Background: an optimization exercise with open tools, aiming at small area. Do not read the settings as production practice. Where RTL was checked, it was by simulation tests only, not by an equivalence proof against the original.

==> run Z <==
// regfile_mp
module regfile_mp
#(
    parameter  int N     = 32,
    parameter  int DEPTH = 32,
    localparam int AW    = $clog2(DEPTH)
) (
    input  logic          clk,
    input  logic          rst,
    input  logic [AW-1:0] rs1,
    input  logic [AW-1:0] rs2,
    input  logic [AW-1:0] rd0,
    input  logic [AW-1:0] rd1,
    input  logic [N-1:0]  wd0,
    input  logic [N-1:0]  wd1,
    input  logic          we0,
    input  logic          we1,
    output logic [N-1:0]  read_data1,
    output logic [N-1:0]  read_data2,
    output logic          busy
);
==> module regfile_clear_fsm, before the edit <==
module regfile_clear_fsm
#(
    parameter  int DEPTH = 32,
    localparam int AW    = $clog2(DEPTH)
) (
    input  logic          clk,
    input  logic          rst,
    output logic          busy,
    output logic [AW-1:0] clr_idx
);
    localparam logic [AW-1:0] LAST_IDX  = AW'(DEPTH - 1);
    localparam logic [AW-1:0] FIRST_IDX = AW'(1);
    regfile_pkg::state_t        r_state;
    regfile_pkg::state_t        w_state_next;
    logic [AW-1:0] r_idx;
    logic [AW-1:0] w_idx_next;
    always_ff @(posedge clk) begin
        if (rst) begin
            r_state <= regfile_pkg::ST_CLEAR;
            r_idx   <= FIRST_IDX;
        end else begin
            r_state <= w_state_next;
            r_idx   <= w_idx_next;
        end
    end
    always_comb begin
        w_state_next = r_state;
        w_idx_next   = r_idx;
        if (r_state == regfile_pkg::ST_CLEAR) begin
            if (r_idx == LAST_IDX) begin
                w_state_next = regfile_pkg::ST_READY;
            end else begin
                w_idx_next = r_idx + FIRST_IDX;
            end
        end
    end
    assign busy    = (r_state == regfile_pkg::ST_CLEAR);
    assign clr_idx = r_idx;
endmodule
==> module regfile_mp, before the edit <==
module regfile_mp
#(
    parameter  int N     = 32,
    parameter  int DEPTH = 32,
    localparam int AW    = $clog2(DEPTH)
) (
    input  logic          clk,
    input  logic          rst,
    input  logic [AW-1:0] rs1,
    input  logic [AW-1:0] rs2,
    input  logic [AW-1:0] rd0,
    input  logic [AW-1:0] rd1,
    input  logic [N-1:0]  wd0,
    input  logic [N-1:0]  wd1,
    input  logic          we0,
    input  logic          we1,
    output logic [N-1:0]  read_data1,
    output logic [N-1:0]  read_data2,
    output logic          busy
);
    localparam logic [AW-1:0] ZERO_ADDR = AW'(regfile_pkg::ZERO_REG);
    logic          w_busy;
    logic [AW-1:0] w_clr_idx;
    logic          w_wen0;
    logic          w_wen1;
    logic [AW-1:0] w_rs [2];
    logic [N-1:0]  r_mem [DEPTH];
    regfile_clear_fsm #(
        .DEPTH (DEPTH)
    ) u_clear_fsm (
        .clk     (clk),
        .rst     (rst),
        .busy    (w_busy),
        .clr_idx (w_clr_idx)
    );
    assign w_wen0 = we0 && (rd0 != ZERO_ADDR);
    assign w_wen1 = we1 && (rd1 != ZERO_ADDR);
    always_ff @(posedge clk) begin
        if (w_busy) begin
            r_mem[w_clr_idx] <= '0;
        end else begin
            if (w_wen0) begin
                r_mem[rd0] <= wd0;
            end
            if (w_wen1) begin
                r_mem[rd1] <= wd1;
            end
        end
    end
    assign w_rs[0] = rs1;
    assign w_rs[1] = rs2;
    genvar gi;
    generate
        for (gi = 0; gi < 2; gi++) begin : g_rd
            logic [N-1:0] w_val;
            always_comb begin
                w_val = r_mem[w_rs[gi]];
                if (w_busy || (w_rs[gi] == ZERO_ADDR)) begin
                    w_val = '0;
                end
            end
        end
    endgenerate
    assign read_data1 = g_rd[0].w_val;
    assign read_data2 = g_rd[1].w_val;
    assign busy       = w_busy;
endmodule
make LEC_CHECK=0 CAP_MARGIN=20 CORE_MARGIN=2 CORE_UTILIZATION=30 SLEW_MARGIN=20 finish   # period 6.0 ns
run.sh (not shown) runs the stock make flow with config.mk's settings and CLKGATE_MAP_FILE= SYNTH_SCRIPT=/design/flow/synth_recipe.tcl, a recipe that flattens the netlist after the stock synthesis.
==> inputs of run X, as changes to run Z <==
==> flow/design.v (replaced) <==
package regfile_pkg;
    localparam int ZERO_REG = 0;
endpackage
module regfile_clear_fsm
#(
    parameter  int DEPTH = 32,
    localparam int AW    = $clog2(DEPTH)
) (
    input  logic clk,
    input  logic rst,
    output logic busy
);
    logic [AW-1:0] r_cnt;
    always_ff @(posedge clk) begin
        if (rst) begin
            r_cnt <= AW'(DEPTH - 1);
        end else if (r_cnt != '0) begin
            r_cnt <= r_cnt - AW'(1);
        end
    end
    assign busy = (r_cnt != '0);
endmodule
module regfile_wbit (
    input  logic s1,
    input  logic s0,
    input  logic h,
    input  logic d1,
    input  logic d0,
    input  logic q,
    output logic y
);
    assign y = (s1 & d1) | (s0 & d0) | (h & q);
endmodule
module regfile_aoi3 (
    input  logic [2:0] s,
    input  logic [2:0] d,
    output logic       y
);
    assign y = ~|(s & d);
endmodule
module regfile_aoi2 (
    input  logic [1:0] s,
    input  logic [1:0] d,
    output logic       y
);
    assign y = ~|(s & d);
endmodule
module regfile_nand11 (
    input  logic [10:0] x,
    output logic        y
);
    assign y = ~&x;
endmodule
module regfile_rbit (
    input  logic [30:0] s,
    input  logic [30:0] d,
    output logic        y
);
    logic [10:0] w_t;
    genvar gi;
    generate
        for (gi = 0; gi < 10; gi++) begin : g_a3
            regfile_aoi3 u_aoi3 (
                .s (s[3*gi +: 3]),
                .d (d[3*gi +: 3]),
                .y (w_t[gi])
            );
        end
    endgenerate
    regfile_aoi2 u_aoi2 (
        .s (s[30:29]),
        .d (d[30:29]),
        .y (w_t[10])
    );
    regfile_nand11 u_or (
        .x (w_t),
        .y (y)
    );
endmodule
module regfile_mp
#(
    parameter  int N     = 32,
    parameter  int DEPTH = 32,
    localparam int AW    = $clog2(DEPTH)
) (
    input  logic          clk,
    input  logic          rst,
    input  logic [AW-1:0] rs1,
    input  logic [AW-1:0] rs2,
    input  logic [AW-1:0] rd0,
    input  logic [AW-1:0] rd1,
    input  logic [N-1:0]  wd0,
    input  logic [N-1:0]  wd1,
    input  logic          we0,
    input  logic          we1,
    output logic [N-1:0]  read_data1,
    output logic [N-1:0]  read_data2,
    output logic          busy
);
    logic             w_busy;
    logic             w_wok;
    logic [N-1:0]     r_mem  [1:DEPTH-1];
    logic [N-1:0]     w_next [1:DEPTH-1];
    logic [DEPTH-1:1] w_sel1;    
    logic [DEPTH-1:1] w_sel0;    
    logic [DEPTH-1:1] w_hold;    
    logic [DEPTH-1:1] w_rd1;     
    logic [DEPTH-1:1] w_rd2;     
    regfile_clear_fsm #(
        .DEPTH (DEPTH)
    ) u_clear_fsm (
        .clk  (clk),
        .rst  (rst),
        .busy (w_busy)
    );
    assign w_wok = !rst && !w_busy;
    genvar gr, gb;
    generate
        for (gr = 1; gr < DEPTH; gr++) begin : g_reg
            assign w_sel1[gr] = w_wok && we1 && (rd1 == AW'(gr));
            assign w_sel0[gr] = w_wok && we0 && (rd0 == AW'(gr)) && !w_sel1[gr];
            assign w_hold[gr] = !rst && !w_sel1[gr] && !w_sel0[gr];
            assign w_rd1[gr]  = (rs1 == AW'(gr));
            assign w_rd2[gr]  = (rs2 == AW'(gr));
            for (gb = 0; gb < N; gb++) begin : g_bit
                regfile_wbit u_wbit (
                    .s1 (w_sel1[gr]),
                    .s0 (w_sel0[gr]),
                    .h  (w_hold[gr]),
                    .d1 (wd1[gb]),
                    .d0 (wd0[gb]),
                    .q  (r_mem[gr][gb]),
                    .y  (w_next[gr][gb])
                );
            end
            always_ff @(posedge clk) begin
                r_mem[gr] <= w_next[gr];
            end
        end
    endgenerate
    generate
        for (gb = 0; gb < N; gb++) begin : g_rd
            logic [DEPTH-2:0] w_col;
            for (gr = 1; gr < DEPTH; gr++) begin : g_col
                assign w_col[gr-1] = r_mem[gr][gb];
            end
            regfile_rbit u_rbit1 (
                .s (w_rd1),
                .d (w_col),
                .y (read_data1[gb])
            );
            regfile_rbit u_rbit2 (
                .s (w_rd2),
                .d (w_col),
                .y (read_data2[gb])
            );
        end
    endgenerate
    assign busy = w_busy;
endmodule
Settings changed: CORE_UTILIZATION 30 to 50, MIN_ROUTING_LAYER from default to met2, SYNTH_HIERARCHICAL from default to 1, SYNTH_MINIMUM_KEEP_SIZE from default to 0.
==> comparison table <==
quantity                                                        run Z                      run X
Fraction of the mapped netlist area in compound gates           13.8%                      39.3%
Synth Area in Adders                                          0.0423%                    0.0285%
Worst slack at placement                                       691 ps                     116 ps
DIE WIDTH                                                      448 µm                     300 µm
Synthesized area divided by synthesized cell count           11.1 µm²                   10.4 µm²
Number of standard-cell rows in the floorplan                     162                        108
Total clock buffers created by CTS                                102                        108
Xor/xnor share of the synthesized area                        0.0444%                    0.0599%
Status                                                 finished clean  aborted with a tool error
Stage where the flow stopped                                        -   global routing (5_1_grt)
Number of distinct library cells after synthesis                   55                         38
Post-Synthesis Cells                                             5339                       4225
Post-Synth Simple-Gate Area                                     10.1%                      6.38%
Top flip-flop cell by instance count after synthesis         edfxtp_1                    dfxtp_1
Sequential area share after synthesis                           52.2%                      45.5%
Synth Warn #                                                        3                         11
Only the layout flow was run in run X; the RTL was not checked for function there.

==> job 9654: inputs <==
regfile_mp with an RTL version that a note above also has.
==> module regfile_wbit, before the edit <==
module regfile_wbit (
    input  logic s1,
    input  logic s0,
    input  logic h,
    input  logic d1,
    input  logic d0,
    input  logic q,
    output logic y
);
    assign y = (s1 & d1) | (s0 & d0) | (h & q);
endmodule
==> module regfile_aoi3, before the edit <==
module regfile_aoi3 (
    input  logic [2:0] s,
    input  logic [2:0] d,
    output logic       y
);
    assign y = ~|(s & d);
endmodule
==> module regfile_aoi2, before the edit <==
module regfile_aoi2 (
    input  logic [1:0] s,
    input  logic [1:0] d,
    output logic       y
);
    assign y = ~|(s & d);
endmodule
==> module regfile_nand11, before the edit <==
module regfile_nand11 (
    input  logic [10:0] x,
    output logic        y
);
    assign y = ~&x;
endmodule
==> module regfile_rbit, before the edit <==
module regfile_rbit (
    input  logic [30:0] s,
    input  logic [30:0] d,
    output logic        y
);
    logic [10:0] w_t;
    genvar gi;
    generate
        for (gi = 0; gi < 10; gi++) begin : g_a3
            regfile_aoi3 u_aoi3 (
                .s (s[3*gi +: 3]),
                .d (d[3*gi +: 3]),
                .y (w_t[gi])
            );
        end
    endgenerate
    regfile_aoi2 u_aoi2 (
        .s (s[30:29]),
        .d (d[30:29]),
        .y (w_t[10])
    );
    regfile_nand11 u_or (
        .x (w_t),
        .y (y)
    );
endmodule
==> flow/config.mk <==
export PLATFORM = sky130hd
export DESIGN_NAME = regfile_mp
export DESIGN_NICKNAME = regfile_mp
export VERILOG_FILES = /design/flow/design.v
export SDC_FILE = /design/flow/constraint.sdc
export NUM_CORES = 4
export LEC_CHECK = 0
export CAP_MARGIN = 20
export CORE_MARGIN = 2
export CORE_UTILIZATION = 60
export MIN_ROUTING_LAYER = met2
export SLEW_MARGIN = 20
export SYNTH_HIERARCHICAL = 1
export SYNTH_MINIMUM_KEEP_SIZE = 0
==> flow/constraint.sdc <==
create_clock -name core_clock -period 6.0 [get_ports {clk}]
set_input_delay 1.2000 -clock core_clock [delete_from_list [all_inputs] [get_ports {clk}]]
set_output_delay 1.2000 -clock core_clock [all_outputs]
set_load 0.01 [all_outputs]
==> job 6547: changes against job 9654 <==
--- a/flow/design.v
+++ b/flow/design.v
@@ -21,4 +21,21 @@
     assign busy = (r_cnt != '0);
 endmodule
+module regfile_whold (
+    input  logic h,
+    input  logic q,
+    output logic w        
+);
+    assign w = ~(h & q);
+endmodule
+module regfile_wdata (
+    input  logic s1,
+    input  logic d1,
+    input  logic s0,
+    input  logic d0,
+    input  logic w,
+    output logic y
+);
+    assign y = (s1 & d1) | (s0 & d0) | ~w;
+endmodule
 module regfile_wbit (
     input  logic s1,
@@ -30,25 +47,46 @@
     output logic y
 );
-    assign y = (s1 & d1) | (s0 & d0) | (h & q);
-endmodule
-module regfile_aoi3 (
-    input  logic [2:0] s,
-    input  logic [2:0] d,
+    logic w_hold_n;
+    regfile_whold u_hold (
+        .h (h),
+        .q (q),
+        .w (w_hold_n)
+    );
+    regfile_wdata u_data (
+        .s1 (s1),
+        .d1 (d1),
+        .s0 (s0),
+        .d0 (d0),
+        .w  (w_hold_n),
+        .y  (y)
+    );
+endmodule
+module regfile_rsel8 (
+    input  logic [7:0] s,
+    input  logic [7:0] d,
     output logic       y
 );
-    assign y = ~|(s & d);
-endmodule
-module regfile_aoi2 (
-    input  logic [1:0] s,
-    input  logic [1:0] d,
+    assign y = |(s & d);
+endmodule
+module regfile_rsel6 (
+    input  logic [5:0] s,
+    input  logic [5:0] d,
     output logic       y
 );
-    assign y = ~|(s & d);
-endmodule
-module regfile_nand11 (
-    input  logic [10:0] x,
-    output logic        y
-);
-    assign y = ~&x;
+    assign y = |(s & d);
+endmodule
+module regfile_rsel1n (
+    input  logic s,
+    input  logic d,
+    output logic n
+);
+    assign n = ~(s & d);
+endmodule
+module regfile_ror (
+    input  logic [3:0] x,
+    input  logic       n,
+    output logic       y
+);
+    assign y = (|x) | ~n;
 endmodule
 module regfile_rbit (
@@ -57,22 +95,29 @@
     output logic        y
 );
-    logic [10:0] w_t;
+    logic [3:0] w_g;
+    logic       w_n;
     genvar gi;
     generate
-        for (gi = 0; gi < 10; gi++) begin : g_a3
-            regfile_aoi3 u_aoi3 (
-                .s (s[3*gi +: 3]),
-                .d (d[3*gi +: 3]),
-                .y (w_t[gi])
+        for (gi = 0; gi < 3; gi++) begin : g_s8
+            regfile_rsel8 u_rsel8 (
+                .s (s[8*gi +: 8]),
+                .d (d[8*gi +: 8]),
+                .y (w_g[gi])
             );
         end
     endgenerate
-    regfile_aoi2 u_aoi2 (
-        .s (s[30:29]),
-        .d (d[30:29]),
-        .y (w_t[10])
-    );
-    regfile_nand11 u_or (
-        .x (w_t),
+    regfile_rsel6 u_rsel6 (
+        .s (s[29:24]),
+        .d (d[29:24]),
+        .y (w_g[3])
+    );
+    regfile_rsel1n u_rsel1 (
+        .s (s[30]),
+        .d (d[30]),
+        .n (w_n)
+    );
+    regfile_ror u_or (
+        .x (w_g),
+        .n (w_n),
         .y (y)
     );
==> flow/flow/run.sh (new file) <==
#!/bin/bash
# Own layout flow: the standard ORFS flow (standard synthesis unchanged), with
#  - a global-routing layer derating of its own (flow/fastroute.tcl),
#  - port buffers of a plain buffer cell instead of a delay cell,
#  - clock tree synthesis with small clkbuf_8 leaf clusters and no dummy loads.
# The make run writes its full output to standard_flow.log in this folder; ORFS's own
# per-step logs are under orfs/logs/.
set -euo pipefail
HERE=$(pwd)
CTS="-sink_clustering_enable -repair_clock_nets -sink_clustering_size 16 -sink_clustering_max_diameter 45 -buf_list sky130_fd_sc_hd__clkbuf_8 -dont_use_dummy_load"
bash standard.sh "FASTROUTE_TCL=$HERE/flow/fastroute.tcl" "CTS_ARGS=$CTS" \
    "BUFFER_PORTS_ARGS=-buffer_cell sky130_fd_sc_hd__buf_2" finish > "$HERE/standard_flow.log" 2>&1
==> flow/flow/fastroute.tcl (new file) <==
# Global routing layers as the platform sets them, with met1 derated more: the pin-dense
# standard cells leave fewer met1 tracks free than the global router assumes.
set_global_routing_layer_adjustment $::env(MIN_ROUTING_LAYER)-$::env(MAX_ROUTING_LAYER) 0.2
set_global_routing_layer_adjustment met1 0.4

set_routing_layers -clock $::env(MIN_CLK_ROUTING_LAYER)-$::env(MAX_ROUTING_LAYER)
set_routing_layers -signal $::env(MIN_ROUTING_LAYER)-$::env(MAX_ROUTING_LAYER)
==> flow/standard.sh (new file) <==
#!/bin/bash
# synth_recipe.tcl (not shown) runs the flow's synth.tcl, then flattens the netlist and writes it again
# the make line also repeats each setting of config.mk as NAME=value (left out here)
make -C /OpenROAD-flow-scripts/flow DESIGN_CONFIG=/design/flow/config.mk WORK_HOME=/design/flow/orfs CLKGATE_MAP_FILE= SYNTH_SCRIPT=/design/flow/synth_recipe.tcl "${@:-finish}"
CORE_UTILIZATION = 50   (was 60)
MIN_ROUTING_LAYER = unset   (was met2)
removed: flow/run.sh
==> run summary <==
GPL Wtd Cong 1.15; Err [ERROR GRT-0116] Global routing finished with congestion. Check the congestion regions in the DRC Viewer.; GRT Util Overall 0.941; top cell type's share of synthesized area 0.455; last stage reached global routing; Seq/Total Area, Yosys 0.455; status did not finish; vias in the first global route approximately 74000; post-synthesis cell count ~4200
(the above is from job 9654)
==> run summary <==
GPL Wtd Cong slightly above 1; GRT Util Overall 0.603; status no timing/DRC/antenna violations; Seq/Total Area, Yosys 0.432; post-synthesis cell count 5665
(the above is from job 6547)
For job 9654, only the layout was checked, not whether the RTL still works.

re-timing with driven ports:
The flow's constraints put no driver on any port. The routed layouts listed below were extracted and timed again, unchanged, in two steps.
Step 1 sets driving cells, clkbuf_16 on the clock port and buf_2 on the other inputs (assumed; they add their load-dependent delay and slew).
Step 2 also shifts input and output timing later by t, the mid clock arrival at the registers, as if the neighbouring blocks saw the same clock.
a / b / c = ideal / step 1 / step 2; a / b = the first two.
| run | shift t [ns] | setup WS [ns] | hold slack, ns |
|---|---|---|---|
| run Z | 0.843 | 0.543 / 0.493 / 0.493 | 0.554 / 0.554 / 0.554 |
| job 6547 | 0.922 | 0.359 / 0.315 / 0.315 | 0.452 / 0.452 / 0.452 |
After both steps every run listed still meets setup and hold. The setup slack of run Z, which loses most, moves by -0.050 ns with the drivers and by -0.050 ns with both steps.
